Source: an optimization exercise on an open RTL-to-GDS flow (aim: small area and a short achievable clock period). Production flows keep margins and buffers that such runs may drop. In this exercise RTL edits were held to simulation tests only and were not proved equivalent to the original.

## v6
==> flow/design.v (excerpt) <==
module fp32_mult_pipelined
(
  input  logic             clk,
  input  logic             rst_n,
  input  logic             start,
  input  logic [fp32_pkg::WIDTH-1:0] a,
  input  logic [fp32_pkg::WIDTH-1:0] b,
  output logic [fp32_pkg::WIDTH-1:0] result,
  output logic             done,
  output logic             overflow,
  output logic             underflow
);
  logic [25:0] yb;
  logic [11:0] boneA, btwoA, bnegA;
  always_comb begin
    yb = {1'b0, 1'b1, b[22:0], 1'b0};
    for (int k = 0; k < 12; k++) begin
      bnegA[k] = yb[2*k+2];
      boneA[k] = yb[2*k+1] ^ yb[2*k];
      btwoA[k] = (yb[2*k+2] & ~yb[2*k+1] & ~yb[2*k]) | (~yb[2*k+2] & yb[2*k+1] & yb[2*k]);
    end
  end
  logic        vA_q, saA_q, sbA_q, bmzA_q;
  logic [7:0]  eaA_q, ebA_q;
  logic [22:0] maA_q;
  logic [11:0] bone, btwo, bneg;
  logic [23:0] ma;
  always_ff @(posedge clk or negedge rst_n) begin
    if (!rst_n) vA_q <= 1'b0;
    else        vA_q <= start;
  end
  always_ff @(posedge clk) begin
    saA_q  <= a[31];
    sbA_q  <= b[31];
    eaA_q  <= a[30:23];
    ebA_q  <= b[30:23];
    bmzA_q <= b[22:0] == 23'd0;
    maA_q  <= a[22:0];
    bone   <= boneA;
    btwo   <= btwoA;
    bneg   <= bnegA;
  end
  assign ma = {1'b1, maA_q};
  logic [11:0] bone2_q, btwo2_q, bneg2_q, bone2, btwo2, bneg2;
  always_ff @(posedge clk) begin
    bone2_q <= ~boneA;
    btwo2_q <= ~btwoA;
    bneg2_q <= ~bnegA;
  end
  assign bone2 = ~bone2_q;
  assign btwo2 = ~btwo2_q;
  assign bneg2 = ~bneg2_q;
  logic        sB;
  logic [2:0]  clsB;      
  logic [9:0]  eB;        
  logic [3:0]  rngB;      
  always_comb begin
    logic za, ia, na, zb, ib, nb;
    za = eaA_q == 8'h00;
    ia = (eaA_q == 8'hFF) & (maA_q == 23'd0);
    na = (eaA_q == 8'hFF) & (maA_q != 23'd0);
    zb = ebA_q == 8'h00;
    ib = (ebA_q == 8'hFF) & bmzA_q;
    nb = (ebA_q == 8'hFF) & ~bmzA_q;
    sB      = saA_q ^ sbA_q;
    clsB[0] = na | nb | (ia & zb) | (za & ib);
    clsB[1] = ia | ib;
  ...
Size: about 390 flip-flops, roughly 100 I/O pins, roughly 0.026 mm² of cells after synthesis.
export LEC_CHECK = 0
export ABC_AREA = 1
export CAP_MARGIN = 20
export CORE_MARGIN = 2
export CORE_UTILIZATION = 40
export SETUP_SLACK_MARGIN = 4.0
export SLEW_MARGIN = 20
create_clock -name core_clock -period 7.0 [get_ports {clk}]
standard.sh (not shown) runs the stock make flow with config.mk's settings and CLKGATE_MAP_FILE= SYNTH_SCRIPT=/design/flow/synth_recipe.tcl, a recipe that flattens the netlist after the stock synthesis.
==> flow/flow/run.sh <==
#!/bin/bash
# Layout flow: the standard flow (standard.sh) with two changes:
#  - synthesis skips the quick "abc -fast" pass inside Yosys's "synth -run fine:" so the full and
#    half adders written in the RTL reach extract_fa as written (fewer inverters between them);
#    everything else, including the register set, is the standard flow's synthesis script unchanged;
#  - ports are buffered with sky130_fd_sc_hd__buf_1 instead of the default delay buffer.
# Each tool's output goes to its own log here and under orfs/logs.
set -euo pipefail
{
  echo 'proc synth {args} { if {[lsearch -exact $args fine:] >= 0} { yosys synth -nofsm -noshare -noabc {*}$args } else { yosys synth -nofsm -noshare {*}$args } }'
  tail -n +2 synth_recipe.tcl
} > synth_noabc.tcl
bash standard.sh SYNTH_SCRIPT="$PWD/synth_noabc.tcl" BUFFER_PORTS_ARGS="-buffer_cell sky130_fd_sc_hd__buf_1" finish > standard.log 2>&1
What v7 does differently from v6 at the input level:
- swapping 4.0 for 4.2 in SETUP_SLACK_MARGIN
Results
Total length of routed wires ended up 1700 µm higher on v7 than on v6.
The lower sequential share of cell area of v6 and v7 is in v7.
In the final reports, the cell area of v7 is larger than that of v6.
The number of hold-slack violations in the final timing report on v6 is in line with that on v7.
v7 drops more vias than v6.

[static timing again, ports no longer ideal]
In the flow no input, the clock included, has a driving cell. The finished layouts below were timed again as built, in two steps. Step 1: set_driving_cell puts a clkbuf_16 on clk and a buf_2 on each other input, an assumption about the parent block. Step 2 times the ports against the registers' clock, not the clock port: input delays grow and output delays shrink by t, the midpoint of the rising clock arrivals with the driver on. a / b / c = ideal ports / drivers / drivers and shift; a / b = the first two.
run | t, ns | setup slack, ns | latest minus earliest clock arrival (ns)
v6 | 0.643 | 4.022 / 4.022 / 4.022 | 0.027 / 0.026
v7 | 0.645 | 4.155 / 4.155 / 4.133 | 0.028 / 0.027
After both steps setup and hold are still met in every run listed. For v7, which loses most, drivers alone change the setup slack by 0.000 ns; drivers and shift together by -0.022 ns.
